Background: an optimization exercise with open tools, aiming at small area, a short achievable clock period and few clock cycles per item. Do not read the settings as production practice. In this exercise RTL edits were held to simulation tests only and were not proved equivalent to the original.

==> build 5: inputs <==
## hsv_to_rgb_converter_core
module hsv_to_rgb_converter_core (
    input  logic                    clk,
    input  logic                    rst_n,
    input  logic                    pixel_valid,
    output logic                    pixel_ready,
    input  hsv2rgb_pkg::hsv_pixel_t pixel,
    output logic                    color_valid,
    input  logic                    color_ready,
    output hsv2rgb_pkg::rgb_pixel_t color
);
Settings: LEC_CHECK=0, CAP_MARGIN=20, CORE_MARGIN=2, CORE_UTILIZATION=55, PLACE_DENSITY=0.75, SETUP_SLACK_MARGIN=3.2, SLEW_MARGIN=20, SYNTH_HIERARCHICAL=1, SYNTH_MINIMUM_KEEP_SIZE=0; clock period 8.0 ns.
run.sh (not shown) runs the stock make flow with config.mk's settings and CLKGATE_MAP_FILE= SYNTH_SCRIPT=/design/flow/synth_recipe.tcl, a recipe that flattens the netlist after the stock synthesis.
==> build 86: changes against build 5 <==
- ABC_CLOCK_PERIOD_IN_PS: unset -> 4000
- CORE_UTILIZATION: 55 -> 40
- PLACE_DENSITY: 0.75 -> unset
- SETUP_SLACK_MARGIN: 3.2 -> 3.6
==> build 43: changes against build 5 <==
- CORE_UTILIZATION: 55 -> 40
- CTS_BUF_LIST: unset -> sky130_fd_sc_hd__clkbuf_4 sky130_fd_sc_hd__clkbuf_8
- PLACE_DENSITY: 0.75 -> unset
==> run notes <==
Area of combinational cells with multiple inputs: build 5 15540 um2; build 43 15770 um2; build 86 15960 um2
Least-Margin Pin Slew: build 5 0.9537 ns; build 43 0.9599 ns; build 86 0.9364 ns
Later-pin clock latency in the skew report: build 5 0.46 ns; build 43 0.56 ns; build 86 0.50 ns
Per-cell via count in the routed design: build 5 6.197; build 43 5.622; build 86 5.575
Status: build 5 finished clean; build 43 finished clean; build 86 finished clean
Number of fill cells in the layout: build 5 2662; build 43 4387; build 86 4377
Setup Slack @ Placement: build 5 2.612 ns; build 43 2.515 ns; build 86 2.719 ns
Row Count: build 5 70; build 43 82; build 86 82
Met3 routing resource usage after global routing: build 5 5.535%; build 43 3.947%; build 86 4.183%
Slack of the critical path: build 5 3.031 ns; build 43 3.075 ns; build 86 3.142 ns
Placed insts: build 5 2360; build 43 2564; build 86 2564
Total of clock buffers placed in the layout: build 5 17; build 43 19; build 86 18
Met1 usage in global routing: build 5 36.77%; build 43 26.29%; build 86 27.44%
Proportion of cell area occupied by registers: build 5 19.46%; build 43 19.17%; build 86 18.71%
Share of cell area taken by multi-input logic gates: build 5 63.53%; build 43 63.51%; build 86 62.74%
Fmax: build 5 201.2 MHz; build 43 203.0 MHz; build 86 205.8 MHz
Final net count: build 5 2599; build 43 2610; build 86 2631
Final standard cell area without fillers: build 5 24460 um2; build 43 24830 um2; build 86 25430 um2
Testbench counts of build 5, summed over its fixed seeds: cycles 16,024, items 16,000.
Testbench counts of build 86, summed over its fixed seeds: cycles 16,024, items 16,000.
Testbench counts of build 43, summed over its fixed seeds: cycles 16,024, items 16,000.

* * *

==> v16: inputs <==
Another version of the RTL of hsv_to_rgb_converter_core (not shown whole).
Settings: LEC_CHECK=0, ABC_CLOCK_PERIOD_IN_PS=4000, CAP_MARGIN=20, CORE_MARGIN=2, CORE_UTILIZATION=40, SETUP_SLACK_MARGIN=2.5, SLEW_MARGIN=20, SYNTH_HIERARCHICAL=1, SYNTH_MINIMUM_KEEP_SIZE=0; clock period 8.0 ns.
==> v7 (differences from v16) <==
Settings changed: SETUP_SLACK_MARGIN 2.5 to 3.5.
==> run notes <==
- Clock skew is about the same in v16 and v7.
- Between v7 and v16, the lower critical path depth is in v7 (gap 2).
- Of v16 and v7, v7 has the higher wire length (gap about 5%, measured against v7).
- Between v16 and v7, the lower final area is in v16 (gap about 5%, measured against v7).
- In die area, v7 and v16 do not differ.
Testbench counts of v16, summed over its fixed seeds: cycles 16,032, items 16,000.
Testbench counts of v7, summed over its fixed seeds: cycles 16,032, items 16,000.

[port drivers added, routing unchanged]
How much do the figures lean on ideal ports? The routed layouts below were timed once more, with nothing changed but the port constraints.
Step 1 (the two cells are an assumption about what drives the block):
set clk [get_ports {clk}]
set_driving_cell -lib_cell sky130_fd_sc_hd__clkbuf_16 $clk
set_driving_cell -lib_cell sky130_fd_sc_hd__buf_2 [delete_from_list [all_inputs] $clk]
Step 2 moves the port delays by t, midway between the first and last clock arrival at a register: inputs arrive t later, outputs are due t later. That takes back most of the time a late clock gives input paths.
Slacks: no drivers / after step 1 / after step 2; pairs: no drivers / after step 1.
run | t (ns) | setup WS [ns] | worst setup path after step 2 | cell pins on the clock port's net
build 5 | 0.510 | 3.031 / 3.031 / 3.031 | register to register | 1
build 86 | 0.544 | 3.142 / 3.105 / 3.142 | register to register | 1
build 43 | 0.603 | 3.075 / 3.025 / 3.174 | register to register | 1
v16 | 0.544 | 2.682 / 2.682 / 2.654 | input to register | 1
v7 | 0.542 | 2.771 / 2.771 / 2.771 | register to register | 1
After both steps setup and hold are still met in every run listed. The setup slack of v16, which loses most, moves by 0.000 ns with the drivers and by -0.028 ns with both steps.
